This design comes from an exercise in tuning for small area on the open sky130 flow, not from production work.
No functional check of the RTL was part of any run shown here.

==> flow/design.v (outline; a module is shown in full before it is edited, if it fits) <==
// module sad_min_search: 2292 lines
// module sad_fa: 10 lines
// module sad_ha: 9 lines
// module sad_ornot: 7 lines
// module sad_maj: 8 lines
module sad_min_search #(
   parameter int PIX_W = 8,
   parameter int LANES = 32,
   parameter int BEATS = 32,
   parameter int IDX_W = 16,
   localparam int SAD_W = PIX_W + $clog2(LANES * BEATS)
) (
   input  logic                   Bus2IP_Clk,
   input  logic                   Bus2IP_Reset,
   input  logic                   clr,
   input  logic                   in_valid,
   input  logic [PIX_W*LANES-1:0] in_face,
   input  logic [PIX_W*LANES-1:0] in_group,
   output logic                   sad_valid,
   output logic [SAD_W-1:0]       sad_out,
   output logic [IDX_W-1:0]       sad_idx,
   output logic                   best_valid,
   output logic [SAD_W-1:0]       best_sad,
   output logic [IDX_W-1:0]       best_idx
);
  // ...
==> flow/flow/run.sh <==
#!/bin/bash
# The standard layout, with three changes: synthesis buffers are removed
# before global placement (flow/pre_gpl.tcl), the port buffers that
# buffer_ports inserts are the smallest plain buffer instead of the tool's
# default pick, and clock tree synthesis adds no dummy loads.
set -euo pipefail
here=$(pwd)
bash standard.sh \
  PRE_GLOBAL_PLACE_TCL="$here/flow/pre_gpl.tcl" \
  BUFFER_PORTS_ARGS="-buffer_cell sky130_fd_sc_hd__buf_1" \
  CTS_ARGS="-sink_clustering_enable -repair_clock_nets -dont_use_dummy_load -buf_list sky130_fd_sc_hd__clkbuf_8" \
  finish > make_finish.log 2>&1
==> flow/flow/pre_gpl.tcl <==
# Before global placement: drop the buffers that synthesis inserted (the
# standard flow does the same when timing-driven placement is on); repair
# later in the flow adds back any that slew, capacitance or timing need.
remove_buffers
==> flow/standard.sh <==
#!/bin/bash
# synth_recipe.tcl (not shown) runs the flow's synth.tcl, then flattens the netlist and writes it again
# the make line also repeats each setting of config.mk as NAME=value (left out here)
make -C /OpenROAD-flow-scripts/flow DESIGN_CONFIG=/design/flow/config.mk WORK_HOME=/design/flow/orfs CLKGATE_MAP_FILE= SYNTH_SCRIPT=/design/flow/synth_recipe.tcl "${@:-finish}"
==> flow/config.mk <==
export PLATFORM = sky130hd
export DESIGN_NAME = sad_min_search
export DESIGN_NICKNAME = sad_min_search
export VERILOG_FILES = /design/flow/design.v
export SDC_FILE = /design/flow/constraint.sdc
export NUM_CORES = 4
export LEC_CHECK = 0
export CAP_MARGIN = 20
export CORE_MARGIN = 2
export CORE_UTILIZATION = 40
export CTS_BUF_LIST = sky130_fd_sc_hd__clkbuf_4 sky130_fd_sc_hd__clkbuf_8
export GPL_TIMING_DRIVEN = 0
export PLACE_DENSITY = 0.6
export SLEW_MARGIN = 20
export SYNTH_HIERARCHICAL = 1
export SYNTH_MINIMUM_KEEP_SIZE = 0
==> flow/constraint.sdc <==
create_clock -name core_clock -period 7.0 [get_ports {Bus2IP_Clk}]
set_input_delay 1.4000 -clock core_clock [delete_from_list [all_inputs] [get_ports {Bus2IP_Clk}]]
set_output_delay 1.4000 -clock core_clock [all_outputs]
set_load 0.01 [all_outputs]
==> reports/results.txt, run 1 <==
Status - complete, no violations
CTS H-tree lvls - 4
Critical Path AT - 7230 ps
Place WS - -574 ps
Hold depth - 0
Hold Crit Start - hold_q[4]$_DFFE_PP_
Nets - 3037
TAP cells - 607
GRT met3 Usage - 3.16%
Worst Tran Pin Value - 877 ps
Pin count of the biggest net entering global routing - 27
Synthesis Warnings - 7
Synthesized flop and latch total - 156
XOR/XNOR Fraction of Synth Area - 12.2%
WP buf/inv - 1
Seq cells - 156
CTS tree - yes
Seq. cell area - 3820 um2
Via Count - 11.9k
Ys flop type - dfxtp_1
Clock Path Buffers - 2
Critical path endpoint category - flop
Clk latency of the worst-skew pair - 440 ps
ClkCell Share - 1.06%
Buffers, non-clock - 597
NonClk Buf Share - 10.6%
Hold buffer count at cts - 0
Crit-path max cell delay - 510 ps
Dpl cells - 2552
Max-Cap Viols - 0
Post-synthesis net count - 2457
DR top layer - met4
Max FO, Critical Path - 8
Post-synth EDFFs - 70
Crit path depth - 15
==> run 2: changes to the inputs <==
--- a/flow/design.v
+++ b/flow/design.v
@@ -14,44 +14,27 @@
    output logic                   sad_valid,
    output logic [SAD_W-1:0]       sad_out,
    output logic [IDX_W-1:0]       sad_idx,
    output logic                   best_valid,
    output logic [SAD_W-1:0]       best_sad,
    output logic [IDX_W-1:0]       best_idx
 );
    localparam int CNT_W = (BEATS > 1) ? $clog2(BEATS) : 1;
-   localparam int NR1   = 57;
+   localparam int NR1   = 54;
    logic kill;
    assign kill = clr | Bus2IP_Reset;
    logic [CNT_W-1:0] cnt_q;
    logic             v1_q, f1_q, l1_q, d2_q, d3_q;
    logic [NR1-1:0]   r1_q;
-   logic [SAD_W-1:0] acc_q, acc_d, accg, hold_q, sum_a, sum_b;
+   logic [SAD_W-1:0] acc_q, accg, hold_q, sum_a, sum_b;
    logic             sad_valid_q, best_valid_q;
    logic [IDX_W-1:0] cand_q, best_idx_q;
    logic [SAD_W-1:0] best_sad_q;
-   logic             take, lt_q;
-   logic [CNT_W-1:0] cnt_inc;
-   logic [IDX_W-1:0] cand_inc;
-   logic [SAD_W:0]   bw;
-   logic [CNT_W:0] cnt_cy;
-   assign cnt_cy[0] = in_valid;
-   for (genvar i = 0; i < CNT_W; i++) begin : cnt_g
-      sad_ha u_ha (.a(cnt_q[i]), .b(cnt_cy[i]), .s(cnt_inc[i]), .co(cnt_cy[i+1]));
-   end
-   logic [IDX_W:0] cand_cy;
-   assign cand_cy[0] = sad_valid_q;
-   for (genvar i = 0; i < IDX_W; i++) begin : cand_g
-      sad_ha u_ha (.a(cand_q[i]), .b(cand_cy[i]), .s(cand_inc[i]), .co(cand_cy[i+1]));
-   end
-   assign bw[0] = 1'b0;
-   for (genvar i = 0; i < SAD_W; i++) begin : cmp_g
-      sad_maj u_maj (.a(~acc_q[i]), .b(best_sad_q[i]), .c(bw[i]), .y(bw[i+1]));
-   end
+   logic             take;
    assign accg = f1_q ? '0 : acc_q;
    logic l0_d1;
    logic l0_c2;
    logic l0_s3;
    logic l0_c4;
    logic l0_s5;
    logic l0_c6;
    logic l0_s7;
@@ -1273,147 +1256,126 @@
    logic a_s1223;
    logic a_c1224;
    logic a_s1225;
    logic a_c1226;
    logic a_s1227;
    logic a_c1228;
    logic a_s1229;
    logic a_c1230;
-   logic b0_s1231;
-   logic b0_c1232;
-   logic b1_s1233;
-   logic b1_c1234;
-   logic b1_s1235;
-   logic b1_c1236;
-   logic b1_s1237;
-   logic b1_c1238;
-   logic b1_s1239;
-   logic b1_c1240;
-   logic b1_s1241;
-   logic b1_c1242;
-   logic b1_s1243;
-   logic b1_c1244;
-   logic b1_s1245;
-   logic b1_c1246;
-   logic b1_s1247;
-   logic b1_c1248;
-   logic b1_s1249;
-   logic b1_c1250;
-   logic b1_s1251;
-   logic b1_c1252;
-   logic b1_s1253;
-   logic b1_c1254;
-   logic b1_s1255;
-   logic b1_c1256;
-   logic b1_s1257;
-   logic b1_c1258;
-   logic b1_s1259;
-   logic b1_c1260;
-   logic b2_s1261;
-   logic b2_c1262;
-   logic b2_s1263;
-   logic b2_c1264;
-   logic b2_s1265;
-   logic b2_c1266;
-   logic b2_s1267;
-   logic b2_c1268;
-   logic b2_s1269;
-   logic b2_c1270;
-   logic b2_s1271;
-   logic b2_c1272;
-   logic b2_s1273;
-   logic b2_c1274;
-   logic b2_s1275;
-   logic b2_c1276;
-   logic b2_s1277;
-   logic b2_c1278;
-   logic b2_s1279;
-   logic b2_c1280;
-   logic b2_s1281;
-   logic b2_c1282;
-   logic b2_s1283;
-   logic b2_c1284;
-   logic b2_s1285;
-   logic b2_c1286;
-   logic b2_s1287;
-   logic b2_c1288;
-   logic b2_s1289;
-   logic b2_c1290;
-   logic b2_s1291;
-   logic b2_c1292;
-   logic b2_s1293;
-   logic b2_c1294;
-   logic b3_s1295;
-   logic b3_c1296;
-   logic b3_s1297;
-   logic b3_c1298;
-   logic b3_s1299;
-   logic b3_c1300;
-   logic b3_s1301;
-   logic b3_c1302;
-   logic b3_s1303;
-   logic b3_c1304;
-   logic b3_s1305;
-   logic b3_c1306;
-   logic b3_s1307;
-   logic b3_c1308;
-   logic b3_s1309;
-   logic b3_c1310;
-   logic b3_s1311;
-   logic b3_c1312;
-   logic b3_s1313;
-   logic b3_c1314;
-   logic b4_s1315;
-   logic b4_c1316;
-   logic b4_s1317;
-   logic b4_c1318;
-   logic b4_s1319;
-   logic b4_c1320;
-   logic b4_s1321;
-   logic b4_c1322;
-   logic b4_s1323;
-   logic b4_c1324;
-   logic b4_s1325;
-   logic b4_c1326;
-   logic b4_s1327;
-   logic b4_c1328;
-   logic b4_s1329;
-   logic b4_c1330;
-   logic b4_s1331;
-   logic b4_c1332;
-   logic b4_s1333;
-   logic b4_c1334;
-   logic b4_s1335;
-   logic b4_c1336;
-   logic b4_s1337;
-   logic b4_c1338;
-   logic b4_s1339;
-   logic b4_c1340;
-   logic p_s1341;
-   logic p_c1342;
-   logic p_s1343;
-   logic p_c1344;
-   logic p_s1345;
-   logic p_c1346;
-   logic p_s1347;
-   logic p_c1348;
-   logic p_s1349;
-   logic p_c1350;
-   logic p_s1351;
-   logic p_c1352;
-   logic p_s1353;
-   logic p_c1354;
-   logic p_s1355;
-   logic p_c1356;
-   logic p_s1357;
-   logic p_c1358;
-   logic p_s1359;
-   logic p_c1360;
-   logic [8:0] hi_sum;
+   logic a_s1231;
+   logic a_c1232;
+   logic a_s1233;
+   logic a_c1234;
+   logic a_s1235;
+   logic a_c1236;
+   logic b0_s1237;
+   logic b0_c1238;
+   logic b0_s1239;
+   logic b0_c1240;
+   logic b0_s1241;
+   logic b0_c1242;
+   logic b0_s1243;
+   logic b0_c1244;
+   logic b0_s1245;
+   logic b0_c1246;
+   logic b0_s1247;
+   logic b0_c1248;
+   logic b0_s1249;
+   logic b0_c1250;
+   logic b0_s1251;
+   logic b0_c1252;
+   logic b0_s1253;
+   logic b0_c1254;
+   logic b0_s1255;
+   logic b0_c1256;
+   logic b0_s1257;
+   logic b0_c1258;
+   logic b0_s1259;
+   logic b0_c1260;
+   logic b1_s1261;
+   logic b1_c1262;
+   logic b1_s1263;
+   logic b1_c1264;
+   logic b1_s1265;
+   logic b1_c1266;
+   logic b1_s1267;
+   logic b1_c1268;
+   logic b1_s1269;
+   logic b1_c1270;
+   logic b1_s1271;
+   logic b1_c1272;
+   logic b1_s1273;
+   logic b1_c1274;
+   logic b1_s1275;
+   logic b1_c1276;
+   logic b1_s1277;
+   logic b1_c1278;
+   logic b1_s1279;
+   logic b1_c1280;
+   logic b1_s1281;
+   logic b1_c1282;
+   logic b1_s1283;
+   logic b1_c1284;
+   logic b1_s1285;
+   logic b1_c1286;
+   logic b1_s1287;
+   logic b1_c1288;
+   logic b1_s1289;
+   logic b1_c1290;
+   logic b1_s1291;
+   logic b1_c1292;
+   logic b1_s1293;
+   logic b1_c1294;
+   logic b2_s1295;
+   logic b2_c1296;
+   logic b2_s1297;
+   logic b2_c1298;
+   logic b2_s1299;
+   logic b2_c1300;
+   logic b2_s1301;
+   logic b2_c1302;
+   logic b2_s1303;
+   logic b2_c1304;
+   logic b2_s1305;
+   logic b2_c1306;
+   logic b2_s1307;
+   logic b2_c1308;
+   logic b2_s1309;
+   logic b2_c1310;
+   logic b2_s1311;
+   logic b2_c1312;
+   logic b2_s1313;
+   logic b2_c1314;
+   logic b3_s1315;
+   logic b3_c1316;
+   logic b3_s1317;
+   logic b3_c1318;
+   logic b3_s1319;
+   logic b3_c1320;
+   logic b3_s1321;
+   logic b3_c1322;
+   logic b3_s1323;
+   logic b3_c1324;
+   logic b3_s1325;
+   logic b3_c1326;
+   logic b3_s1327;
+   logic b3_c1328;
+   logic b3_s1329;
+   logic b3_c1330;
+   logic b3_s1331;
+   logic b3_c1332;
+   logic b3_s1333;
+   logic b3_c1334;
+   logic b3_s1335;
+   logic b3_c1336;
+   logic b3_s1337;
+   logic b3_c1338;
+   logic b3_s1339;
+   logic b3_c1340;
    assign l0_d1 = in_face[0] ^ in_group[0];
    sad_ornot u_l0_c2 (.a(in_face[0]), .b(in_group[0]), .y(l0_c2));
    sad_fa u_l0_s3 (.a(in_face[1]), .b(~in_group[1]), .ci(l0_c2), .s(l0_s3), .co(l0_c4));
    sad_fa u_l0_s5 (.a(in_face[2]), .b(~in_group[2]), .ci(l0_c4), .s(l0_s5), .co(l0_c6));
    sad_fa u_l0_s7 (.a(in_face[3]), .b(~in_group[3]), .ci(l0_c6), .s(l0_s7), .co(l0_c8));
    sad_fa u_l0_s9 (.a(in_face[4]), .b(~in_group[4]), .ci(l0_c8), .s(l0_s9), .co(l0_c10));
    sad_fa u_l0_s11 (.a(in_face[5]), .b(~in_group[5]), .ci(l0_c10), .s(l0_s11), .co(l0_c12));
    sad_fa u_l0_s13 (.a(in_face[6]), .b(~in_group[6]), .ci(l0_c12), .s(l0_s13), .co(l0_c14));
@@ -2090,202 +2052,189 @@
    sad_fa u_a_s1037 (.a(a_s1021), .b(a_c968), .ci(a_c970), .s(a_s1037), .co(a_c1038));
    sad_fa u_a_s1039 (.a(a_c972), .b(a_c974), .ci(a_c976), .s(a_s1039), .co(a_c1040));
    sad_fa u_a_s1041 (.a(a_c978), .b(a_c980), .ci(a_s1023), .s(a_s1041), .co(a_c1042));
    sad_fa u_a_s1043 (.a(a_s1025), .b(a_s1027), .ci(a_s1029), .s(a_s1043), .co(a_c1044));
    sad_fa u_a_s1045 (.a(a_s1031), .b(a_s1033), .ci(a_s1035), .s(a_s1045), .co(a_c1046));
    sad_fa u_a_s1047 (.a(a_c982), .b(a_c984), .ci(a_c986), .s(a_s1047), .co(a_c1048));
    sad_fa u_a_s1049 (.a(a_c988), .b(a_c990), .ci(a_s1037), .s(a_s1049), .co(a_c1050));
    sad_fa u_a_s1051 (.a(a_s1039), .b(a_c992), .ci(a_s1041), .s(a_s1051), .co(a_c1052));
-   sad_fa u_a_s1053 (.a(l0_x21), .b(l10_x261), .ci(l11_x285), .s(a_s1053), .co(a_c1054));
-   sad_fa u_a_s1055 (.a(l12_x309), .b(l13_x333), .ci(l14_x357), .s(a_s1055), .co(a_c1056));
-   sad_fa u_a_s1057 (.a(l15_x381), .b(l16_x405), .ci(l17_x429), .s(a_s1057), .co(a_c1058));
-   sad_fa u_a_s1059 (.a(l18_x453), .b(l19_x477), .ci(l1_x45), .s(a_s1059), .co(a_c1060));
-   sad_fa u_a_s1061 (.a(l20_x501), .b(l21_x525), .ci(l22_x549), .s(a_s1061), .co(a_c1062));
-   sad_fa u_a_s1063 (.a(l23_x573), .b(l24_x597), .ci(l25_x621), .s(a_s1063), .co(a_c1064));
-   sad_fa u_a_s1065 (.a(l26_x645), .b(l27_x669), .ci(l28_x693), .s(a_s1065), .co(a_c1066));
-   sad_fa u_a_s1067 (.a(l29_x717), .b(l2_x69), .ci(l30_x741), .s(a_s1067), .co(a_c1068));
-   sad_fa u_a_s1069 (.a(l31_x765), .b(l3_x93), .ci(l4_x117), .s(a_s1069), .co(a_c1070));
-   sad_fa u_a_s1071 (.a(l5_x141), .b(l6_x165), .ci(l7_x189), .s(a_s1071), .co(a_c1072));
-   sad_fa u_a_s1073 (.a(l8_x213), .b(l9_x237), .ci(a_c1002), .s(a_s1073), .co(a_c1074));
-   sad_fa u_a_s1075 (.a(a_c1004), .b(a_c1006), .ci(a_c1008), .s(a_s1075), .co(a_c1076));
-   sad_fa u_a_s1077 (.a(a_c1010), .b(a_c1012), .ci(a_c1014), .s(a_s1077), .co(a_c1078));
-   sad_fa u_a_s1079 (.a(a_c1016), .b(a_c1018), .ci(a_c1020), .s(a_s1079), .co(a_c1080));
-   sad_fa u_a_s1081 (.a(a_c1022), .b(a_s1053), .ci(a_s1055), .s(a_s1081), .co(a_c1082));
-   sad_fa u_a_s1083 (.a(a_s1057), .b(a_s1059), .ci(a_s1061), .s(a_s1083), .co(a_c1084));
-   sad_fa u_a_s1085 (.a(a_s1063), .b(a_s1065), .ci(a_s1067), .s(a_s1085), .co(a_c1086));
-   sad_fa u_a_s1087 (.a(a_s1069), .b(a_s1071), .ci(a_c1024), .s(a_s1087), .co(a_c1088));
-   sad_fa u_a_s1089 (.a(a_c1026), .b(a_c1028), .ci(a_s1073), .s(a_s1089), .co(a_c1090));
-   sad_fa u_a_s1091 (.a(a_c1030), .b(a_c1032), .ci(a_c1034), .s(a_s1091), .co(a_c1092));
-   sad_fa u_a_s1093 (.a(a_c1036), .b(a_s1075), .ci(a_s1077), .s(a_s1093), .co(a_c1094));
-   sad_fa u_a_s1095 (.a(a_s1079), .b(a_s1081), .ci(a_s1083), .s(a_s1095), .co(a_c1096));
-   sad_fa u_a_s1097 (.a(a_s1085), .b(a_c1038), .ci(a_s1087), .s(a_s1097), .co(a_c1098));
-   sad_fa u_a_s1099 (.a(a_c1040), .b(a_c1042), .ci(a_c1044), .s(a_s1099), .co(a_c1100));
-   sad_fa u_a_s1101 (.a(a_s1089), .b(a_c1046), .ci(a_s1091), .s(a_s1101), .co(a_c1102));
-   sad_fa u_a_s1103 (.a(a_s1093), .b(a_s1095), .ci(a_c1048), .s(a_s1103), .co(a_c1104));
-   sad_fa u_a_s1105 (.a(l0_x22), .b(l10_x262), .ci(l11_x286), .s(a_s1105), .co(a_c1106));
-   sad_fa u_a_s1107 (.a(l12_x310), .b(l13_x334), .ci(l14_x358), .s(a_s1107), .co(a_c1108));
-   sad_fa u_a_s1109 (.a(l15_x382), .b(l16_x406), .ci(l17_x430), .s(a_s1109), .co(a_c1110));
-   sad_fa u_a_s1111 (.a(l18_x454), .b(l19_x478), .ci(l1_x46), .s(a_s1111), .co(a_c1112));
-   sad_fa u_a_s1113 (.a(l20_x502), .b(l21_x526), .ci(l22_x550), .s(a_s1113), .co(a_c1114));
-   sad_fa u_a_s1115 (.a(l23_x574), .b(l24_x598), .ci(l25_x622), .s(a_s1115), .co(a_c1116));
-   sad_fa u_a_s1117 (.a(l26_x646), .b(l27_x670), .ci(l28_x694), .s(a_s1117), .co(a_c1118));
-   sad_fa u_a_s1119 (.a(l29_x718), .b(l2_x70), .ci(l30_x742), .s(a_s1119), .co(a_c1120));
-   sad_fa u_a_s1121 (.a(l31_x766), .b(l3_x94), .ci(l4_x118), .s(a_s1121), .co(a_c1122));
-   sad_fa u_a_s1123 (.a(l5_x142), .b(l6_x166), .ci(l7_x190), .s(a_s1123), .co(a_c1124));
-   sad_fa u_a_s1125 (.a(l8_x214), .b(l9_x238), .ci(a_c1054), .s(a_s1125), .co(a_c1126));
-   sad_fa u_a_s1127 (.a(a_c1056), .b(a_c1058), .ci(a_c1060), .s(a_s1127), .co(a_c1128));
-   sad_fa u_a_s1129 (.a(a_c1062), .b(a_c1064), .ci(a_c1066), .s(a_s1129), .co(a_c1130));
-   sad_fa u_a_s1131 (.a(a_c1068), .b(a_c1070), .ci(a_c1072), .s(a_s1131), .co(a_c1132));
-   sad_fa u_a_s1133 (.a(a_s1105), .b(a_s1107), .ci(a_s1109), .s(a_s1133), .co(a_c1134));
-   sad_fa u_a_s1135 (.a(a_s1111), .b(a_s1113), .ci(a_s1115), .s(a_s1135), .co(a_c1136));
-   sad_fa u_a_s1137 (.a(a_s1117), .b(a_s1119), .ci(a_s1121), .s(a_s1137), .co(a_c1138));
-   sad_fa u_a_s1139 (.a(a_s1123), .b(a_c1074), .ci(a_c1076), .s(a_s1139), .co(a_c1140));
-   sad_fa u_a_s1141 (.a(a_c1078), .b(a_c1080), .ci(a_s1125), .s(a_s1141), .co(a_c1142));
-   sad_fa u_a_s1143 (.a(a_c1082), .b(a_c1084), .ci(a_c1086), .s(a_s1143), .co(a_c1144));
-   sad_fa u_a_s1145 (.a(a_s1127), .b(a_s1129), .ci(a_s1131), .s(a_s1145), .co(a_c1146));
-   sad_fa u_a_s1147 (.a(a_s1133), .b(a_s1135), .ci(a_s1137), .s(a_s1147), .co(a_c1148));
-   sad_fa u_a_s1149 (.a(a_c1088), .b(a_c1090), .ci(a_s1139), .s(a_s1149), .co(a_c1150));
-   sad_fa u_a_s1151 (.a(a_c1092), .b(a_c1094), .ci(a_s1141), .s(a_s1151), .co(a_c1152));
-   sad_fa u_a_s1153 (.a(a_c1096), .b(a_s1143), .ci(a_s1145), .s(a_s1153), .co(a_c1154));
-   sad_fa u_a_s1155 (.a(l0_x23), .b(l10_x263), .ci(l11_x287), .s(a_s1155), .co(a_c1156));
-   sad_fa u_a_s1157 (.a(l12_x311), .b(l13_x335), .ci(l14_x359), .s(a_s1157), .co(a_c1158));
-   sad_fa u_a_s1159 (.a(l15_x383), .b(l16_x407), .ci(l17_x431), .s(a_s1159), .co(a_c1160));
-   sad_fa u_a_s1161 (.a(l18_x455), .b(l19_x479), .ci(l1_x47), .s(a_s1161), .co(a_c1162));
-   sad_fa u_a_s1163 (.a(l20_x503), .b(l21_x527), .ci(l22_x551), .s(a_s1163), .co(a_c1164));
-   sad_fa u_a_s1165 (.a(l23_x575), .b(l24_x599), .ci(l25_x623), .s(a_s1165), .co(a_c1166));
-   sad_fa u_a_s1167 (.a(l26_x647), .b(l27_x671), .ci(l28_x695), .s(a_s1167), .co(a_c1168));
-   sad_fa u_a_s1169 (.a(l29_x719), .b(l2_x71), .ci(l30_x743), .s(a_s1169), .co(a_c1170));
-   sad_fa u_a_s1171 (.a(l31_x767), .b(l3_x95), .ci(l4_x119), .s(a_s1171), .co(a_c1172));
-   sad_fa u_a_s1173 (.a(l5_x143), .b(l6_x167), .ci(l7_x191), .s(a_s1173), .co(a_c1174));
-   sad_fa u_a_s1175 (.a(l8_x215), .b(l9_x239), .ci(a_c1106), .s(a_s1175), .co(a_c1176));
-   sad_fa u_a_s1177 (.a(a_c1108), .b(a_c1110), .ci(a_c1112), .s(a_s1177), .co(a_c1178));
-   sad_fa u_a_s1179 (.a(a_c1114), .b(a_c1116), .ci(a_c1118), .s(a_s1179), .co(a_c1180));
-   sad_fa u_a_s1181 (.a(a_c1120), .b(a_c1122), .ci(a_c1124), .s(a_s1181), .co(a_c1182));
-   sad_fa u_a_s1183 (.a(a_s1155), .b(a_s1157), .ci(a_s1159), .s(a_s1183), .co(a_c1184));
-   sad_fa u_a_s1185 (.a(a_s1161), .b(a_s1163), .ci(a_s1165), .s(a_s1185), .co(a_c1186));
-   sad_fa u_a_s1187 (.a(a_s1167), .b(a_s1169), .ci(a_s1171), .s(a_s1187), .co(a_c1188));
-   sad_fa u_a_s1189 (.a(a_s1173), .b(a_c1126), .ci(a_c1128), .s(a_s1189), .co(a_c1190));
-   sad_fa u_a_s1191 (.a(a_c1130), .b(a_c1132), .ci(a_s1175), .s(a_s1191), .co(a_c1192));
-   sad_fa u_a_s1193 (.a(a_c1134), .b(a_c1136), .ci(a_c1138), .s(a_s1193), .co(a_c1194));
-   sad_fa u_a_s1195 (.a(a_s1177), .b(a_s1179), .ci(a_s1181), .s(a_s1195), .co(a_c1196));
-   sad_fa u_a_s1197 (.a(a_s1183), .b(a_s1185), .ci(a_s1187), .s(a_s1197), .co(a_c1198));
-   sad_fa u_a_s1199 (.a(a_c1140), .b(a_c1142), .ci(a_s1189), .s(a_s1199), .co(a_c1200));
-   sad_fa u_a_s1201 (.a(a_c1144), .b(a_c1146), .ci(a_s1191), .s(a_s1201), .co(a_c1202));
-   sad_fa u_a_s1203 (.a(a_c1148), .b(a_s1193), .ci(a_s1195), .s(a_s1203), .co(a_c1204));
-   sad_fa u_a_s1205 (.a(a_c1156), .b(a_c1158), .ci(a_c1160), .s(a_s1205), .co(a_c1206));
-   sad_fa u_a_s1207 (.a(a_c1162), .b(a_c1164), .ci(a_c1166), .s(a_s1207), .co(a_c1208));
-   sad_fa u_a_s1209 (.a(a_c1168), .b(a_c1170), .ci(a_c1172), .s(a_s1209), .co(a_c1210));
-   sad_fa u_a_s1211 (.a(a_c1174), .b(a_c1176), .ci(a_c1178), .s(a_s1211), .co(a_c1212));
-   sad_fa u_a_s1213 (.a(a_c1180), .b(a_c1182), .ci(a_c1184), .s(a_s1213), .co(a_c1214));
-   sad_fa u_a_s1215 (.a(a_c1186), .b(a_c1188), .ci(a_s1205), .s(a_s1215), .co(a_c1216));
-   sad_fa u_a_s1217 (.a(a_s1207), .b(a_s1209), .ci(a_c1190), .s(a_s1217), .co(a_c1218));
-   sad_fa u_a_s1219 (.a(a_c1192), .b(a_s1211), .ci(a_c1194), .s(a_s1219), .co(a_c1220));
-   sad_fa u_a_s1221 (.a(a_c1196), .b(a_s1213), .ci(a_c1198), .s(a_s1221), .co(a_c1222));
-   sad_fa u_a_s1223 (.a(a_s1215), .b(a_s1217), .ci(a_c1200), .s(a_s1223), .co(a_c1224));
-   sad_fa u_a_s1225 (.a(a_c1206), .b(a_c1208), .ci(a_c1210), .s(a_s1225), .co(a_c1226));
-   sad_fa u_a_s1227 (.a(a_c1212), .b(a_c1214), .ci(a_c1216), .s(a_s1227), .co(a_c1228));
-   sad_fa u_a_s1229 (.a(a_s1225), .b(a_c1218), .ci(a_c1220), .s(a_s1229), .co(a_c1230));
-   sad_ha u_b0_s1231 (.a(r1_q[15]), .b(r1_q[16]), .s(b0_s1231), .co(b0_c1232));
-   sad_fa u_b1_s1233 (.a(r1_q[8]), .b(r1_q[9]), .ci(r1_q[10]), .s(b1_s1233), .co(b1_c1234));
-   sad_fa u_b1_s1235 (.a(b0_s1231), .b(r1_q[17]), .ci(r1_q[18]), .s(b1_s1235), .co(b1_c1236));
-   sad_fa u_b1_s1237 (.a(r1_q[19]), .b(r1_q[20]), .ci(r1_q[21]), .s(b1_s1237), .co(b1_c1238));
-   sad_fa u_b1_s1239 (.a(b0_c1232), .b(r1_q[24]), .ci(r1_q[25]), .s(b1_s1239), .co(b1_c1240));
-   sad_fa u_b1_s1241 (.a(r1_q[26]), .b(r1_q[27]), .ci(r1_q[28]), .s(b1_s1241), .co(b1_c1242));
-   sad_fa u_b1_s1243 (.a(r1_q[30]), .b(r1_q[31]), .ci(r1_q[32]), .s(b1_s1243), .co(b1_c1244));
-   sad_fa u_b1_s1245 (.a(r1_q[33]), .b(r1_q[34]), .ci(r1_q[35]), .s(b1_s1245), .co(b1_c1246));
-   sad_ha u_b1_s1247 (.a(r1_q[36]), .b(r1_q[37]), .s(b1_s1247), .co(b1_c1248));
-   sad_fa u_b1_s1249 (.a(r1_q[38]), .b(r1_q[39]), .ci(r1_q[40]), .s(b1_s1249), .co(b1_c1250));
-   sad_fa u_b1_s1251 (.a(r1_q[41]), .b(r1_q[42]), .ci(r1_q[43]), .s(b1_s1251), .co(b1_c1252));
-   sad_ha u_b1_s1253 (.a(r1_q[44]), .b(accg[7]), .s(b1_s1253), .co(b1_c1254));
-   sad_fa u_b1_s1255 (.a(r1_q[45]), .b(r1_q[46]), .ci(r1_q[47]), .s(b1_s1255), .co(b1_c1256));
-   sad_ha u_b1_s1257 (.a(r1_q[48]), .b(r1_q[49]), .s(b1_s1257), .co(b1_c1258));
-   sad_ha u_b1_s1259 (.a(r1_q[50]), .b(r1_q[51]), .s(b1_s1259), .co(b1_c1260));
-   sad_fa u_b2_s1261 (.a(r1_q[3]), .b(r1_q[4]), .ci(r1_q[5]), .s(b2_s1261), .co(b2_c1262));
-   sad_fa u_b2_s1263 (.a(b1_s1233), .b(r1_q[11]), .ci(r1_q[12]), .s(b2_s1263), .co(b2_c1264));
-   sad_ha u_b2_s1265 (.a(r1_q[13]), .b(r1_q[14]), .s(b2_s1265), .co(b2_c1266));
-   sad_fa u_b2_s1267 (.a(b1_c1234), .b(b1_s1235), .ci(b1_s1237), .s(b2_s1267), .co(b2_c1268));
-   sad_fa u_b2_s1269 (.a(r1_q[22]), .b(r1_q[23]), .ci(accg[4]), .s(b2_s1269), .co(b2_c1270));
-   sad_fa u_b2_s1271 (.a(b1_c1236), .b(b1_c1238), .ci(b1_s1239), .s(b2_s1271), .co(b2_c1272));
-   sad_fa u_b2_s1273 (.a(b1_s1241), .b(r1_q[29]), .ci(accg[5]), .s(b2_s1273), .co(b2_c1274));
-   sad_fa u_b2_s1275 (.a(b1_c1240), .b(b1_c1242), .ci(b1_s1243), .s(b2_s1275), .co(b2_c1276));
-   sad_fa u_b2_s1277 (.a(b1_s1245), .b(b1_s1247), .ci(accg[6]), .s(b2_s1277), .co(b2_c1278));
-   sad_fa u_b2_s1279 (.a(b1_c1244), .b(b1_c1246), .ci(b1_c1248), .s(b2_s1279), .co(b2_c1280));
-   sad_fa u_b2_s1281 (.a(b1_s1249), .b(b1_s1251), .ci(b1_s1253), .s(b2_s1281), .co(b2_c1282));
-   sad_fa u_b2_s1283 (.a(b1_c1250), .b(b1_c1252), .ci(b1_c1254), .s(b2_s1283), .co(b2_c1284));
-   sad_fa u_b2_s1285 (.a(b1_s1255), .b(b1_s1257), .ci(accg[8]), .s(b2_s1285), .co(b2_c1286));
-   sad_fa u_b2_s1287 (.a(b1_c1256), .b(b1_c1258), .ci(b1_s1259), .s(b2_s1287), .co(b2_c1288));
-   sad_fa u_b2_s1289 (.a(r1_q[52]), .b(r1_q[53]), .ci(accg[9]), .s(b2_s1289), .co(b2_c1290));
-   sad_fa u_b2_s1291 (.a(b1_c1260), .b(r1_q[54]), .ci(r1_q[55]), .s(b2_s1291), .co(b2_c1292));
-   sad_ha u_b2_s1293 (.a(r1_q[56]), .b(accg[10]), .s(b2_s1293), .co(b2_c1294));
-   sad_ha u_b3_s1295 (.a(b2_s1261), .b(r1_q[6]), .s(b3_s1295), .co(b3_c1296));
-   sad_fa u_b3_s1297 (.a(b2_c1262), .b(b2_s1263), .ci(b2_s1265), .s(b3_s1297), .co(b3_c1298));
-   sad_fa u_b3_s1299 (.a(b2_c1264), .b(b2_c1266), .ci(b2_s1267), .s(b3_s1299), .co(b3_c1300));
-   sad_fa u_b3_s1301 (.a(b2_c1268), .b(b2_c1270), .ci(b2_s1271), .s(b3_s1301), .co(b3_c1302));
-   sad_fa u_b3_s1303 (.a(b2_c1272), .b(b2_c1274), .ci(b2_s1275), .s(b3_s1303), .co(b3_c1304));
-   sad_fa u_b3_s1305 (.a(b2_c1276), .b(b2_c1278), .ci(b2_s1279), .s(b3_s1305), .co(b3_c1306));
-   sad_fa u_b3_s1307 (.a(b2_c1280), .b(b2_c1282), .ci(b2_s1283), .s(b3_s1307), .co(b3_c1308));
-   sad_fa u_b3_s1309 (.a(b2_c1284), .b(b2_c1286), .ci(b2_s1287), .s(b3_s1309), .co(b3_c1310));
-   sad_fa u_b3_s1311 (.a(b2_c1288), .b(b2_c1290), .ci(b2_s1291), .s(b3_s1311), .co(b3_c1312));
-   sad_ha u_b3_s1313 (.a(b2_c1292), .b(b2_c1294), .s(b3_s1313), .co(b3_c1314));
-   sad_ha u_b4_s1315 (.a(r1_q[0]), .b(r1_q[1]), .s(b4_s1315), .co(b4_c1316));
-   sad_ha u_b4_s1317 (.a(r1_q[2]), .b(accg[1]), .s(b4_s1317), .co(b4_c1318));
-   sad_fa u_b4_s1319 (.a(b3_s1295), .b(r1_q[7]), .ci(accg[2]), .s(b4_s1319), .co(b4_c1320));
-   sad_fa u_b4_s1321 (.a(b3_c1296), .b(b3_s1297), .ci(accg[3]), .s(b4_s1321), .co(b4_c1322));
-   sad_fa u_b4_s1323 (.a(b3_c1298), .b(b3_s1299), .ci(b2_s1269), .s(b4_s1323), .co(b4_c1324));
-   sad_fa u_b4_s1325 (.a(b3_c1300), .b(b3_s1301), .ci(b2_s1273), .s(b4_s1325), .co(b4_c1326));
-   sad_fa u_b4_s1327 (.a(b3_c1302), .b(b3_s1303), .ci(b2_s1277), .s(b4_s1327), .co(b4_c1328));
-   sad_fa u_b4_s1329 (.a(b3_c1304), .b(b3_s1305), .ci(b2_s1281), .s(b4_s1329), .co(b4_c1330));
-   sad_fa u_b4_s1331 (.a(b3_c1306), .b(b3_s1307), .ci(b2_s1285), .s(b4_s1331), .co(b4_c1332));
-   sad_fa u_b4_s1333 (.a(b3_c1308), .b(b3_s1309), .ci(b2_s1289), .s(b4_s1333), .co(b4_c1334));
-   sad_fa u_b4_s1335 (.a(b3_c1310), .b(b3_s1311), .ci(b2_s1293), .s(b4_s1335), .co(b4_c1336));
-   sad_fa u_b4_s1337 (.a(b3_c1312), .b(b3_s1313), .ci(accg[11]), .s(b4_s1337), .co(b4_c1338));
-   sad_ha u_b4_s1339 (.a(b3_c1314), .b(accg[12]), .s(b4_s1339), .co(b4_c1340));
-   sad_ha u_p_s1341 (.a(b4_s1315), .b(accg[0]), .s(p_s1341), .co(p_c1342));
-   sad_fa u_p_s1343 (.a(b4_c1316), .b(b4_s1317), .ci(p_c1342), .s(p_s1343), .co(p_c1344));
-   sad_fa u_p_s1345 (.a(b4_c1318), .b(b4_s1319), .ci(p_c1344), .s(p_s1345), .co(p_c1346));
-   sad_fa u_p_s1347 (.a(b4_c1320), .b(b4_s1321), .ci(p_c1346), .s(p_s1347), .co(p_c1348));
-   sad_fa u_p_s1349 (.a(b4_c1322), .b(b4_s1323), .ci(p_c1348), .s(p_s1349), .co(p_c1350));
-   sad_fa u_p_s1351 (.a(b4_c1324), .b(b4_s1325), .ci(p_c1350), .s(p_s1351), .co(p_c1352));
-   sad_fa u_p_s1353 (.a(b4_c1326), .b(b4_s1327), .ci(p_c1352), .s(p_s1353), .co(p_c1354));
-   sad_fa u_p_s1355 (.a(b4_c1328), .b(b4_s1329), .ci(p_c1354), .s(p_s1355), .co(p_c1356));
-   sad_fa u_p_s1357 (.a(b4_c1330), .b(b4_s1331), .ci(p_c1356), .s(p_s1357), .co(p_c1358));
-   sad_fa u_p_s1359 (.a(b4_c1332), .b(b4_s1333), .ci(p_c1358), .s(p_s1359), .co(p_c1360));
-   assign hi_sum = {{accg[17], accg[16], accg[15], accg[14], b4_c1340, b4_c1338, b4_c1336, b4_c1334}, p_c1360} + {{1'b0, 1'b0, 1'b0, 1'b0, accg[13], b4_s1339, b4_s1337, b4_s1335}, p_c1360};
-   assign acc_d = {hi_sum[8:1], p_s1359, p_s1357, p_s1355, p_s1353, p_s1351, p_s1349, p_s1347, p_s1345, p_s1343, p_s1341};
-   assign sum_a = {accg[17], accg[16], accg[15], accg[14], b4_c1340, b4_c1338, b4_c1336, b4_c1334, b4_c1332, b4_c1330, b4_c1328, b4_c1326, b4_c1324, b4_c1322, b4_c1320, b4_c1318, b4_c1316, b4_s1315};
-   assign sum_b = {1'b0, 1'b0, 1'b0, 1'b0, accg[13], b4_s1339, b4_s1337, b4_s1335, b4_s1333, b4_s1331, b4_s1329, b4_s1327, b4_s1325, b4_s1323, b4_s1321, b4_s1319, b4_s1317, accg[0]};
-   assign take = d3_q & (!best_valid_q || lt_q);
+   sad_fa u_a_s1053 (.a(a_s1043), .b(a_s1045), .ci(a_c994), .s(a_s1053), .co(a_c1054));
+   sad_fa u_a_s1055 (.a(l0_x21), .b(l10_x261), .ci(l11_x285), .s(a_s1055), .co(a_c1056));
+   sad_fa u_a_s1057 (.a(l12_x309), .b(l13_x333), .ci(l14_x357), .s(a_s1057), .co(a_c1058));
+   sad_fa u_a_s1059 (.a(l15_x381), .b(l16_x405), .ci(l17_x429), .s(a_s1059), .co(a_c1060));
+   sad_fa u_a_s1061 (.a(l18_x453), .b(l19_x477), .ci(l1_x45), .s(a_s1061), .co(a_c1062));
+   sad_fa u_a_s1063 (.a(l20_x501), .b(l21_x525), .ci(l22_x549), .s(a_s1063), .co(a_c1064));
+   sad_fa u_a_s1065 (.a(l23_x573), .b(l24_x597), .ci(l25_x621), .s(a_s1065), .co(a_c1066));
+   sad_fa u_a_s1067 (.a(l26_x645), .b(l27_x669), .ci(l28_x693), .s(a_s1067), .co(a_c1068));
+   sad_fa u_a_s1069 (.a(l29_x717), .b(l2_x69), .ci(l30_x741), .s(a_s1069), .co(a_c1070));
+   sad_fa u_a_s1071 (.a(l31_x765), .b(l3_x93), .ci(l4_x117), .s(a_s1071), .co(a_c1072));
+   sad_fa u_a_s1073 (.a(l5_x141), .b(l6_x165), .ci(l7_x189), .s(a_s1073), .co(a_c1074));
+   sad_fa u_a_s1075 (.a(l8_x213), .b(l9_x237), .ci(a_c1002), .s(a_s1075), .co(a_c1076));
+   sad_fa u_a_s1077 (.a(a_c1004), .b(a_c1006), .ci(a_c1008), .s(a_s1077), .co(a_c1078));
+   sad_fa u_a_s1079 (.a(a_c1010), .b(a_c1012), .ci(a_c1014), .s(a_s1079), .co(a_c1080));
+   sad_fa u_a_s1081 (.a(a_c1016), .b(a_c1018), .ci(a_c1020), .s(a_s1081), .co(a_c1082));
+   sad_fa u_a_s1083 (.a(a_c1022), .b(a_s1055), .ci(a_s1057), .s(a_s1083), .co(a_c1084));
+   sad_fa u_a_s1085 (.a(a_s1059), .b(a_s1061), .ci(a_s1063), .s(a_s1085), .co(a_c1086));
+   sad_fa u_a_s1087 (.a(a_s1065), .b(a_s1067), .ci(a_s1069), .s(a_s1087), .co(a_c1088));
+   sad_fa u_a_s1089 (.a(a_s1071), .b(a_s1073), .ci(a_c1024), .s(a_s1089), .co(a_c1090));
+   sad_fa u_a_s1091 (.a(a_c1026), .b(a_c1028), .ci(a_s1075), .s(a_s1091), .co(a_c1092));
+   sad_fa u_a_s1093 (.a(a_c1030), .b(a_c1032), .ci(a_c1034), .s(a_s1093), .co(a_c1094));
+   sad_fa u_a_s1095 (.a(a_c1036), .b(a_s1077), .ci(a_s1079), .s(a_s1095), .co(a_c1096));
+   sad_fa u_a_s1097 (.a(a_s1081), .b(a_s1083), .ci(a_s1085), .s(a_s1097), .co(a_c1098));
+   sad_fa u_a_s1099 (.a(a_s1087), .b(a_c1038), .ci(a_s1089), .s(a_s1099), .co(a_c1100));
+   sad_fa u_a_s1101 (.a(a_c1040), .b(a_c1042), .ci(a_c1044), .s(a_s1101), .co(a_c1102));
+   sad_fa u_a_s1103 (.a(a_s1091), .b(a_c1046), .ci(a_s1093), .s(a_s1103), .co(a_c1104));
+   sad_fa u_a_s1105 (.a(a_s1095), .b(a_s1097), .ci(a_c1048), .s(a_s1105), .co(a_c1106));
+   sad_fa u_a_s1107 (.a(l0_x22), .b(l10_x262), .ci(l11_x286), .s(a_s1107), .co(a_c1108));
+   sad_fa u_a_s1109 (.a(l12_x310), .b(l13_x334), .ci(l14_x358), .s(a_s1109), .co(a_c1110));
+   sad_fa u_a_s1111 (.a(l15_x382), .b(l16_x406), .ci(l17_x430), .s(a_s1111), .co(a_c1112));
+   sad_fa u_a_s1113 (.a(l18_x454), .b(l19_x478), .ci(l1_x46), .s(a_s1113), .co(a_c1114));
+   sad_fa u_a_s1115 (.a(l20_x502), .b(l21_x526), .ci(l22_x550), .s(a_s1115), .co(a_c1116));
+   sad_fa u_a_s1117 (.a(l23_x574), .b(l24_x598), .ci(l25_x622), .s(a_s1117), .co(a_c1118));
+   sad_fa u_a_s1119 (.a(l26_x646), .b(l27_x670), .ci(l28_x694), .s(a_s1119), .co(a_c1120));
+   sad_fa u_a_s1121 (.a(l29_x718), .b(l2_x70), .ci(l30_x742), .s(a_s1121), .co(a_c1122));
+   sad_fa u_a_s1123 (.a(l31_x766), .b(l3_x94), .ci(l4_x118), .s(a_s1123), .co(a_c1124));
+   sad_fa u_a_s1125 (.a(l5_x142), .b(l6_x166), .ci(l7_x190), .s(a_s1125), .co(a_c1126));
+   sad_fa u_a_s1127 (.a(l8_x214), .b(l9_x238), .ci(a_c1056), .s(a_s1127), .co(a_c1128));
+   sad_fa u_a_s1129 (.a(a_c1058), .b(a_c1060), .ci(a_c1062), .s(a_s1129), .co(a_c1130));
+   sad_fa u_a_s1131 (.a(a_c1064), .b(a_c1066), .ci(a_c1068), .s(a_s1131), .co(a_c1132));
+   sad_fa u_a_s1133 (.a(a_c1070), .b(a_c1072), .ci(a_c1074), .s(a_s1133), .co(a_c1134));
+   sad_fa u_a_s1135 (.a(a_s1107), .b(a_s1109), .ci(a_s1111), .s(a_s1135), .co(a_c1136));
+   sad_fa u_a_s1137 (.a(a_s1113), .b(a_s1115), .ci(a_s1117), .s(a_s1137), .co(a_c1138));
+   sad_fa u_a_s1139 (.a(a_s1119), .b(a_s1121), .ci(a_s1123), .s(a_s1139), .co(a_c1140));
+   sad_fa u_a_s1141 (.a(a_s1125), .b(a_c1076), .ci(a_c1078), .s(a_s1141), .co(a_c1142));
+   sad_fa u_a_s1143 (.a(a_c1080), .b(a_c1082), .ci(a_s1127), .s(a_s1143), .co(a_c1144));
+   sad_fa u_a_s1145 (.a(a_c1084), .b(a_c1086), .ci(a_c1088), .s(a_s1145), .co(a_c1146));
+   sad_fa u_a_s1147 (.a(a_s1129), .b(a_s1131), .ci(a_s1133), .s(a_s1147), .co(a_c1148));
+   sad_fa u_a_s1149 (.a(a_s1135), .b(a_s1137), .ci(a_s1139), .s(a_s1149), .co(a_c1150));
+   sad_fa u_a_s1151 (.a(a_c1090), .b(a_c1092), .ci(a_s1141), .s(a_s1151), .co(a_c1152));
+   sad_fa u_a_s1153 (.a(a_c1094), .b(a_c1096), .ci(a_s1143), .s(a_s1153), .co(a_c1154));
+   sad_fa u_a_s1155 (.a(a_c1098), .b(a_s1145), .ci(a_s1147), .s(a_s1155), .co(a_c1156));
+   sad_fa u_a_s1157 (.a(a_s1149), .b(a_c1100), .ci(a_c1102), .s(a_s1157), .co(a_c1158));
+   sad_fa u_a_s1159 (.a(l0_x23), .b(l10_x263), .ci(l11_x287), .s(a_s1159), .co(a_c1160));
+   sad_fa u_a_s1161 (.a(l12_x311), .b(l13_x335), .ci(l14_x359), .s(a_s1161), .co(a_c1162));
+   sad_fa u_a_s1163 (.a(l15_x383), .b(l16_x407), .ci(l17_x431), .s(a_s1163), .co(a_c1164));
+   sad_fa u_a_s1165 (.a(l18_x455), .b(l19_x479), .ci(l1_x47), .s(a_s1165), .co(a_c1166));
+   sad_fa u_a_s1167 (.a(l20_x503), .b(l21_x527), .ci(l22_x551), .s(a_s1167), .co(a_c1168));
+   sad_fa u_a_s1169 (.a(l23_x575), .b(l24_x599), .ci(l25_x623), .s(a_s1169), .co(a_c1170));
+   sad_fa u_a_s1171 (.a(l26_x647), .b(l27_x671), .ci(l28_x695), .s(a_s1171), .co(a_c1172));
+   sad_fa u_a_s1173 (.a(l29_x719), .b(l2_x71), .ci(l30_x743), .s(a_s1173), .co(a_c1174));
+   sad_fa u_a_s1175 (.a(l31_x767), .b(l3_x95), .ci(l4_x119), .s(a_s1175), .co(a_c1176));
+   sad_fa u_a_s1177 (.a(l5_x143), .b(l6_x167), .ci(l7_x191), .s(a_s1177), .co(a_c1178));
+   sad_fa u_a_s1179 (.a(l8_x215), .b(l9_x239), .ci(a_c1108), .s(a_s1179), .co(a_c1180));
+   sad_fa u_a_s1181 (.a(a_c1110), .b(a_c1112), .ci(a_c1114), .s(a_s1181), .co(a_c1182));
+   sad_fa u_a_s1183 (.a(a_c1116), .b(a_c1118), .ci(a_c1120), .s(a_s1183), .co(a_c1184));
+   sad_fa u_a_s1185 (.a(a_c1122), .b(a_c1124), .ci(a_c1126), .s(a_s1185), .co(a_c1186));
+   sad_fa u_a_s1187 (.a(a_s1159), .b(a_s1161), .ci(a_s1163), .s(a_s1187), .co(a_c1188));
+   sad_fa u_a_s1189 (.a(a_s1165), .b(a_s1167), .ci(a_s1169), .s(a_s1189), .co(a_c1190));
+   sad_fa u_a_s1191 (.a(a_s1171), .b(a_s1173), .ci(a_s1175), .s(a_s1191), .co(a_c1192));
+   sad_fa u_a_s1193 (.a(a_s1177), .b(a_c1128), .ci(a_c1130), .s(a_s1193), .co(a_c1194));
+   sad_fa u_a_s1195 (.a(a_c1132), .b(a_c1134), .ci(a_s1179), .s(a_s1195), .co(a_c1196));
+   sad_fa u_a_s1197 (.a(a_c1136), .b(a_c1138), .ci(a_c1140), .s(a_s1197), .co(a_c1198));
+   sad_fa u_a_s1199 (.a(a_s1181), .b(a_s1183), .ci(a_s1185), .s(a_s1199), .co(a_c1200));
+   sad_fa u_a_s1201 (.a(a_s1187), .b(a_s1189), .ci(a_s1191), .s(a_s1201), .co(a_c1202));
+   sad_fa u_a_s1203 (.a(a_c1142), .b(a_c1144), .ci(a_s1193), .s(a_s1203), .co(a_c1204));
+   sad_fa u_a_s1205 (.a(a_c1146), .b(a_c1148), .ci(a_s1195), .s(a_s1205), .co(a_c1206));
+   sad_fa u_a_s1207 (.a(a_c1150), .b(a_s1197), .ci(a_s1199), .s(a_s1207), .co(a_c1208));
+   sad_fa u_a_s1209 (.a(a_s1201), .b(a_c1152), .ci(a_c1154), .s(a_s1209), .co(a_c1210));
+   sad_fa u_a_s1211 (.a(a_c1160), .b(a_c1162), .ci(a_c1164), .s(a_s1211), .co(a_c1212));
+   sad_fa u_a_s1213 (.a(a_c1166), .b(a_c1168), .ci(a_c1170), .s(a_s1213), .co(a_c1214));
+   sad_fa u_a_s1215 (.a(a_c1172), .b(a_c1174), .ci(a_c1176), .s(a_s1215), .co(a_c1216));
+   sad_fa u_a_s1217 (.a(a_c1178), .b(a_c1180), .ci(a_c1182), .s(a_s1217), .co(a_c1218));
+   sad_fa u_a_s1219 (.a(a_c1184), .b(a_c1186), .ci(a_c1188), .s(a_s1219), .co(a_c1220));
+   sad_fa u_a_s1221 (.a(a_c1190), .b(a_c1192), .ci(a_s1211), .s(a_s1221), .co(a_c1222));
+   sad_fa u_a_s1223 (.a(a_s1213), .b(a_s1215), .ci(a_c1194), .s(a_s1223), .co(a_c1224));
+   sad_fa u_a_s1225 (.a(a_c1196), .b(a_s1217), .ci(a_c1198), .s(a_s1225), .co(a_c1226));
+   sad_fa u_a_s1227 (.a(a_c1200), .b(a_s1219), .ci(a_c1202), .s(a_s1227), .co(a_c1228));
+   sad_fa u_a_s1229 (.a(a_s1221), .b(a_s1223), .ci(a_c1204), .s(a_s1229), .co(a_c1230));
+   sad_fa u_a_s1231 (.a(a_c1212), .b(a_c1214), .ci(a_c1216), .s(a_s1231), .co(a_c1232));
+   sad_fa u_a_s1233 (.a(a_c1218), .b(a_c1220), .ci(a_c1222), .s(a_s1233), .co(a_c1234));
+   sad_fa u_a_s1235 (.a(a_s1231), .b(a_c1224), .ci(a_c1226), .s(a_s1235), .co(a_c1236));
+   sad_fa u_b0_s1237 (.a(r1_q[8]), .b(r1_q[9]), .ci(r1_q[10]), .s(b0_s1237), .co(b0_c1238));
+   sad_fa u_b0_s1239 (.a(r1_q[15]), .b(r1_q[16]), .ci(r1_q[17]), .s(b0_s1239), .co(b0_c1240));
+   sad_ha u_b0_s1241 (.a(r1_q[18]), .b(r1_q[19]), .s(b0_s1241), .co(b0_c1242));
+   sad_fa u_b0_s1243 (.a(r1_q[22]), .b(r1_q[23]), .ci(r1_q[24]), .s(b0_s1243), .co(b0_c1244));
+   sad_fa u_b0_s1245 (.a(r1_q[25]), .b(r1_q[26]), .ci(r1_q[27]), .s(b0_s1245), .co(b0_c1246));
+   sad_fa u_b0_s1247 (.a(r1_q[29]), .b(r1_q[30]), .ci(r1_q[31]), .s(b0_s1247), .co(b0_c1248));
+   sad_ha u_b0_s1249 (.a(r1_q[32]), .b(r1_q[33]), .s(b0_s1249), .co(b0_c1250));
+   sad_fa u_b0_s1251 (.a(r1_q[35]), .b(r1_q[36]), .ci(r1_q[37]), .s(b0_s1251), .co(b0_c1252));
+   sad_ha u_b0_s1253 (.a(r1_q[38]), .b(r1_q[39]), .s(b0_s1253), .co(b0_c1254));
+   sad_fa u_b0_s1255 (.a(r1_q[41]), .b(r1_q[42]), .ci(r1_q[43]), .s(b0_s1255), .co(b0_c1256));
+   sad_ha u_b0_s1257 (.a(r1_q[44]), .b(r1_q[45]), .s(b0_s1257), .co(b0_c1258));
+   sad_ha u_b0_s1259 (.a(r1_q[47]), .b(r1_q[48]), .s(b0_s1259), .co(b0_c1260));
+   sad_fa u_b1_s1261 (.a(r1_q[3]), .b(r1_q[4]), .ci(r1_q[5]), .s(b1_s1261), .co(b1_c1262));
+   sad_fa u_b1_s1263 (.a(b0_s1237), .b(r1_q[11]), .ci(r1_q[12]), .s(b1_s1263), .co(b1_c1264));
+   sad_ha u_b1_s1265 (.a(r1_q[13]), .b(r1_q[14]), .s(b1_s1265), .co(b1_c1266));
+   sad_fa u_b1_s1267 (.a(b0_c1238), .b(b0_s1239), .ci(b0_s1241), .s(b1_s1267), .co(b1_c1268));
+   sad_fa u_b1_s1269 (.a(r1_q[20]), .b(r1_q[21]), .ci(accg[4]), .s(b1_s1269), .co(b1_c1270));
+   sad_fa u_b1_s1271 (.a(b0_c1240), .b(b0_c1242), .ci(b0_s1243), .s(b1_s1271), .co(b1_c1272));
+   sad_fa u_b1_s1273 (.a(b0_s1245), .b(r1_q[28]), .ci(accg[5]), .s(b1_s1273), .co(b1_c1274));
+   sad_fa u_b1_s1275 (.a(b0_c1244), .b(b0_c1246), .ci(b0_s1247), .s(b1_s1275), .co(b1_c1276));
+   sad_fa u_b1_s1277 (.a(b0_s1249), .b(r1_q[34]), .ci(accg[6]), .s(b1_s1277), .co(b1_c1278));
+   sad_fa u_b1_s1279 (.a(b0_c1248), .b(b0_c1250), .ci(b0_s1251), .s(b1_s1279), .co(b1_c1280));
+   sad_fa u_b1_s1281 (.a(b0_s1253), .b(r1_q[40]), .ci(accg[7]), .s(b1_s1281), .co(b1_c1282));
+   sad_fa u_b1_s1283 (.a(b0_c1252), .b(b0_c1254), .ci(b0_s1255), .s(b1_s1283), .co(b1_c1284));
+   sad_fa u_b1_s1285 (.a(b0_s1257), .b(r1_q[46]), .ci(accg[8]), .s(b1_s1285), .co(b1_c1286));
+   sad_fa u_b1_s1287 (.a(b0_c1256), .b(b0_c1258), .ci(b0_s1259), .s(b1_s1287), .co(b1_c1288));
+   sad_fa u_b1_s1289 (.a(r1_q[49]), .b(r1_q[50]), .ci(accg[9]), .s(b1_s1289), .co(b1_c1290));
+   sad_fa u_b1_s1291 (.a(b0_c1260), .b(r1_q[51]), .ci(r1_q[52]), .s(b1_s1291), .co(b1_c1292));
+   sad_ha u_b1_s1293 (.a(r1_q[53]), .b(accg[10]), .s(b1_s1293), .co(b1_c1294));
+   sad_ha u_b2_s1295 (.a(b1_s1261), .b(r1_q[6]), .s(b2_s1295), .co(b2_c1296));
+   sad_fa u_b2_s1297 (.a(b1_c1262), .b(b1_s1263), .ci(b1_s1265), .s(b2_s1297), .co(b2_c1298));
+   sad_fa u_b2_s1299 (.a(b1_c1264), .b(b1_c1266), .ci(b1_s1267), .s(b2_s1299), .co(b2_c1300));
+   sad_fa u_b2_s1301 (.a(b1_c1268), .b(b1_c1270), .ci(b1_s1271), .s(b2_s1301), .co(b2_c1302));
+   sad_fa u_b2_s1303 (.a(b1_c1272), .b(b1_c1274), .ci(b1_s1275), .s(b2_s1303), .co(b2_c1304));
+   sad_fa u_b2_s1305 (.a(b1_c1276), .b(b1_c1278), .ci(b1_s1279), .s(b2_s1305), .co(b2_c1306));
+   sad_fa u_b2_s1307 (.a(b1_c1280), .b(b1_c1282), .ci(b1_s1283), .s(b2_s1307), .co(b2_c1308));
+   sad_fa u_b2_s1309 (.a(b1_c1284), .b(b1_c1286), .ci(b1_s1287), .s(b2_s1309), .co(b2_c1310));
+   sad_fa u_b2_s1311 (.a(b1_c1288), .b(b1_c1290), .ci(b1_s1291), .s(b2_s1311), .co(b2_c1312));
+   sad_ha u_b2_s1313 (.a(b1_c1292), .b(b1_c1294), .s(b2_s1313), .co(b2_c1314));
+   sad_ha u_b3_s1315 (.a(r1_q[0]), .b(r1_q[1]), .s(b3_s1315), .co(b3_c1316));
+   sad_ha u_b3_s1317 (.a(r1_q[2]), .b(accg[1]), .s(b3_s1317), .co(b3_c1318));
+   sad_fa u_b3_s1319 (.a(b2_s1295), .b(r1_q[7]), .ci(accg[2]), .s(b3_s1319), .co(b3_c1320));
+   sad_fa u_b3_s1321 (.a(b2_c1296), .b(b2_s1297), .ci(accg[3]), .s(b3_s1321), .co(b3_c1322));
+   sad_fa u_b3_s1323 (.a(b2_c1298), .b(b2_s1299), .ci(b1_s1269), .s(b3_s1323), .co(b3_c1324));
+   sad_fa u_b3_s1325 (.a(b2_c1300), .b(b2_s1301), .ci(b1_s1273), .s(b3_s1325), .co(b3_c1326));
+   sad_fa u_b3_s1327 (.a(b2_c1302), .b(b2_s1303), .ci(b1_s1277), .s(b3_s1327), .co(b3_c1328));
+   sad_fa u_b3_s1329 (.a(b2_c1304), .b(b2_s1305), .ci(b1_s1281), .s(b3_s1329), .co(b3_c1330));
+   sad_fa u_b3_s1331 (.a(b2_c1306), .b(b2_s1307), .ci(b1_s1285), .s(b3_s1331), .co(b3_c1332));
+   sad_fa u_b3_s1333 (.a(b2_c1308), .b(b2_s1309), .ci(b1_s1289), .s(b3_s1333), .co(b3_c1334));
+   sad_fa u_b3_s1335 (.a(b2_c1310), .b(b2_s1311), .ci(b1_s1293), .s(b3_s1335), .co(b3_c1336));
+   sad_fa u_b3_s1337 (.a(b2_c1312), .b(b2_s1313), .ci(accg[11]), .s(b3_s1337), .co(b3_c1338));
+   sad_ha u_b3_s1339 (.a(b2_c1314), .b(accg[12]), .s(b3_s1339), .co(b3_c1340));
+   assign sum_a = {accg[17], accg[16], accg[15], accg[14], b3_c1340, b3_c1338, b3_c1336, b3_c1334, b3_c1332, b3_c1330, b3_c1328, b3_c1326, b3_c1324, b3_c1322, b3_c1320, b3_c1318, b3_c1316, b3_s1315};
+   assign sum_b = {1'b0, 1'b0, 1'b0, 1'b0, accg[13], b3_s1339, b3_s1337, b3_s1335, b3_s1333, b3_s1331, b3_s1329, b3_s1327, b3_s1325, b3_s1323, b3_s1321, b3_s1319, b3_s1317, accg[0]};
+   assign take = d3_q & (!best_valid_q || (hold_q < best_sad_q));
    always_ff @(posedge Bus2IP_Clk) begin
-      r1_q <= {a_c1230, a_c1228, a_c1226, a_s1229, a_c1224, a_s1227, a_c1222, a_s1223, a_s1221, a_c1204, a_s1219, a_c1202, a_s1203, a_s1201, a_c1154, a_s1199, a_c1152, a_c1150, a_s1197, a_c1104, a_s1153, a_s1151, a_c1102, a_s1149, a_c1100, a_c1098, a_s1147, a_s1103, a_s1101, a_s1099, a_c1052, a_s1097, a_c1050, a_s1051, a_c1000, a_s1049, a_c998, a_s1047, a_c996, a_c994, a_s1045, a_s1043, a_s999, a_s997, a_s995, a_s993, a_c942, a_c940, a_c938, a_s941, a_s939, a_c876, a_s937, a_s935, a_s875, a_s797, a_s795};
+      r1_q <= {a_c1236, a_c1234, a_c1232, a_s1235, a_c1230, a_s1233, a_c1228, a_s1229, a_c1210, a_s1227, a_c1208, a_s1225, a_c1206, a_s1209, a_c1158, a_s1207, a_s1205, a_c1156, a_s1203, a_s1157, a_c1106, a_s1155, a_s1153, a_c1104, a_s1151, a_c1054, a_s1105, a_s1103, a_s1101, a_c1052, a_s1099, a_c1050, a_s1053, a_s1051, a_c1000, a_s1049, a_c998, a_s1047, a_c996, a_s999, a_s997, a_s995, a_s993, a_c942, a_c940, a_c938, a_s941, a_s939, a_c876, a_s937, a_s935, a_s875, a_s797, a_s795};
       f1_q <= (cnt_q == '0);
       l1_q <= (cnt_q == CNT_W'(BEATS - 1));
-      lt_q <= bw[SAD_W];
-      if (v1_q) acc_q <= acc_d;
+      if (v1_q) acc_q <= sum_a + sum_b;
       if (d2_q) hold_q <= acc_q;
       if (!kill && take) begin
          best_sad_q <= hold_q;
          best_idx_q <= cand_q;
       end
       if (kill) begin
          cnt_q        <= '0;
          v1_q         <= 1'b0;
          d2_q         <= 1'b0;
          d3_q         <= 1'b0;
          sad_valid_q  <= 1'b0;
          best_valid_q <= 1'b0;
          cand_q       <= '0;
       end else begin
-         cnt_q       <= cnt_inc;
+         if (in_valid) cnt_q <= cnt_q + 1'b1;
          v1_q        <= in_valid;
          d2_q        <= v1_q & l1_q;
          d3_q        <= d2_q;
          sad_valid_q <= d3_q;
          if (d3_q) best_valid_q <= 1'b1;
-         cand_q      <= cand_inc;
+         if (sad_valid_q) cand_q <= cand_q + 1'b1;
       end
    end
    assign sad_valid  = sad_valid_q;
    assign sad_out    = hold_q;
    assign sad_idx    = cand_q;
    assign best_valid = best_valid_q;
    assign best_sad   = best_sad_q;
    assign best_idx   = best_idx_q;
@@ -2311,16 +2260,8 @@
 endmodule
 module sad_ornot (
    input  logic a,
    input  logic b,
    output logic y
 );
    assign y = a | ~b;
 endmodule
-module sad_maj (
-   input  logic a,
-   input  logic b,
-   input  logic c,
-   output logic y
-);
-   assign y = (a & b) | (a & c) | (b & c);
-endmodule
==> flow/flow/run.sh (replaced) <==
#!/bin/bash
# The standard layout, with two changes: the port buffers that buffer_ports
# inserts are the smallest plain buffer instead of the tool's default pick,
# and clock tree synthesis adds no dummy loads.
set -euo pipefail
bash standard.sh \
  BUFFER_PORTS_ARGS="-buffer_cell sky130_fd_sc_hd__buf_1" \
  CTS_ARGS="-sink_clustering_enable -repair_clock_nets -dont_use_dummy_load -buf_list sky130_fd_sc_hd__clkbuf_8" \
  finish > make_finish.log 2>&1
removed: flow/flow/pre_gpl.tcl
==> reports/results.txt, run 2 <==
Status - complete, no violations (unchanged)
CTS H-tree lvls - 4 (unchanged)
Setup_tns - 0 ps (unchanged)
CTS tree - yes (unchanged)
Clock Root Buffer - clkbuf_8 (unchanged)
DR top layer - met5 (was met4)
Post-DP HPWL - 61500 um (was 56800 um)
Number of distinct library cells after synthesis - 51 (was 32)
Total gr overflow - 0 (unchanged)
Die Width - 224 um (was 221 um)
Post-synthesis net count - 2602 (was 2457)
Hold Crit Start - acc_q[9]$_DFFE_PP_ (was hold_q[4]$_DFFE_PP_)
Via Count - 13.1k (was 11.9k)
Final RePlAce weighted congestion - 0.986 (was 0.960)
Vias per cell - 4.75 (was 4.58)
Util after Layout - 48.6% (was 47.4%)
Fin crit share - 98.7% (was 99.1%)
Total CTS buffers - 17 (unchanged)
Syn Inst Count - 1540 (was 1395)
Post-Syn Area per Cell - 12.6 um2 (was 13.5 um2)
Startpoint class of the critical path - input port (unchanged)
Largest area contributor in the netlist - fa_1 (unchanged)
Max FO, Critical Path - 5 (was 8)
Fraction of layout cells with a size suffix above 1 - 7.69% (was 4.16%)
RR Startpoint - f1_q$_DFF_P_ (was r1_q[8]$_DFF_P_)
Routed length per instance - 23.6 um (was 23.2 um)
FILL cells - 4490 (was 4330)
Die area - 50400 um2 (was 48700 um2)
Nets - 3196 (was 3037)
Synthesis Warnings - 7 (unchanged)
Asr flop ratio synth - 0% (unchanged)
Initial antenna violation count - 14 (was 7)
Critical Path AT - 7180 ps (was 7230 ps)
Antenna-violating nets left - 0 (unchanged)
Hold buffer count at cts - 0 (unchanged)
Hold Violations, Final - 0 (unchanged)
Ys flop type - dfxtp_1 (unchanged)
IO Count - 586 (unchanged)
Max-Cap Viols - 0 (unchanged)
WL met1 - 24700 um (was 23600 um)
Mapped Area - 19400 um2 (was 18800 um2)
DRT Pass-1 Iters - 5 (unchanged)
Final WL - 65200 um (was 60000 um)
# rows - 80 (was 79)
Largest cells by area after synthesis - fa_1 (51%), edfxtp_1 (11%), xnor2_1 (10%) (was fa_1 (54%), edfxtp_1 (11%), xnor2_1 (11%))
Worst hold path type - reg -> reg (unchanged)
# setup viols final - 0 (unchanged)
Min Hold Slack - 424 ps (was 429 ps)
Relative slew slack - 43.7% (was 41.4%)
Most common cell after layout, fill and taps aside - buf_1 (unchanged)
Clk latency of the worst-skew pair - 420 ps (was 440 ps)
Vias in the first global route - 15.2k (was 13.7k)
Synthesized flop and latch total - 152 (was 156)
Worst Tran Pin Value - 843 ps (was 877 ps)
Crit-path max cell delay - 490 ps (was 510 ps)
Clock Path Buffers - 2 (unchanged)
Global-route wire length before repair - 93600 um (was 85300 um)
Sequential element share of the synthesized area - 19.3% (was 20.4%)
Critical path endpoint category - flop (unchanged)
Max Fclk - 145 MHz (was 144 MHz)
Max reg flops - 54 (was 57)
Top-count cell post-synth - fa_1 (unchanged)
Most frequent CP cell - fa_1 (unchanged)
Post-synth EDFFs - 70 (unchanged)
Pin count of the biggest net entering global routing - 26 (was 27)
[run 2: cell type report]
cell class / instances / area [um2] / share of cell area, %
antenna: 15 / 37.5 / 0.161
buffer: 10 / 42.5 / 0.183
multi-input combinational: 1099 / 15100 / 64.9
clock buffer: 17 / 234 / 1.01
sequential: 152 / 3740 / 16.1
inverter: 247 / 927 / 3.98
timing repair buffer: 607 / 2410 / 10.4
tap: 615 / 769 / 3.31
[run 2: cells by family after synthesis]
kind of cell | count (synthesis) | share of synthesized area (%)
simple gates | 194 | 5.32
xor+xnor | 280 | 12.6
buf+inv | 289 | 5.60
fa+ha+maj | 546 | 54.4
flops | 152 | 19.3
mux | 4 | 0.212
compound gates | 75 | 2.60
[run 2: metal layers]
layer,track usage [%],vias up
met4,9.36,6
li1,-,5835
met2,48.2,407
met1,31.1,6792
met3,4.48,74
met5,0,-
[run 2: per-stage QoR]
step / setup slack [ps] / cells / area [um2]
3_3_place_gp: -836 / 2739 / 22400
2_1_floorplan: 41.7 / 1540 / 19400
3_5_place_dp: -754 / 2740 / 22400
5_1_grt: -25.4 / 2757 / 23300
4_1_cts: 1.64 / 2732 / 22800
6_report: 88.8 / 2762 / 23300
[run 2: critical path: cells and delay by family]
kind / cells / cell delay, ps
adder cells (fa/ha/maj): 12 / 5210
AND/OR/NAND/NOR: 1 / 160
XOR/XNOR: 1 / 140
buffers and inverters: 2 / 270
[run 2: worst paths after layout]
check                                            to  slack, ps  cells after the start
worst max-delay path               r1_q[50]$_DFF_P_         90                     16
worst min-delay path            hold_q[9]$_DFFE_PP_        420                      0
worst max register to register  acc_q[15]$_DFFE_PP_       2280                     13
worst min register to register  hold_q[9]$_DFFE_PP_        420                      0
[run 2: timing repair]
item,4_1_cts,5_1_grt
gates cloned,0,0
gates resized for setup,49,61
endpoints found under the setup margin,12,12
buffers inserted,5,17
pin swaps,7,19
[run 2: per-module statistics from Yosys (local to each module, per instance)]
module          area [um2]  flops+latches
sad_fa                20.0              0
sad_ha                12.5              0
sad_min_search        9120            152
sad_ornot             6.26              0

[port drivers added, routing unchanged]
Ports are ideal in the flow. The routed layouts listed here were re-timed in OpenROAD.
Step 1: set_driving_cell puts a clkbuf_16 on Bus2IP_Clk and a buf_2 on each other input, an assumption about the parent block.
Step 2, shift: input delay + t, output delay - t, t = (earliest + latest rising clock arrival at the registers) / 2. This alone moves slack from input paths to output paths.
Slacks: no drivers / after step 1 / after step 2; pairs: no drivers / after step 1.
run	t (ns)	setup WS [ns]	worst hold slack (ns)	pins driven straight from the clock port
run 1	0.467	0.061 / 0.071 / -0.396	0.429 / 0.429 / 0.429	1
run 2	0.441	0.089 / 0.105 / -0.336	0.424 / 0.424 / 0.424	1
With both steps, setup timing fails in run 1 and run 2, where it was met with ideal ports. For run 1, which loses most, drivers alone change the setup slack by +0.010 ns; drivers and shift together by -0.457 ns.
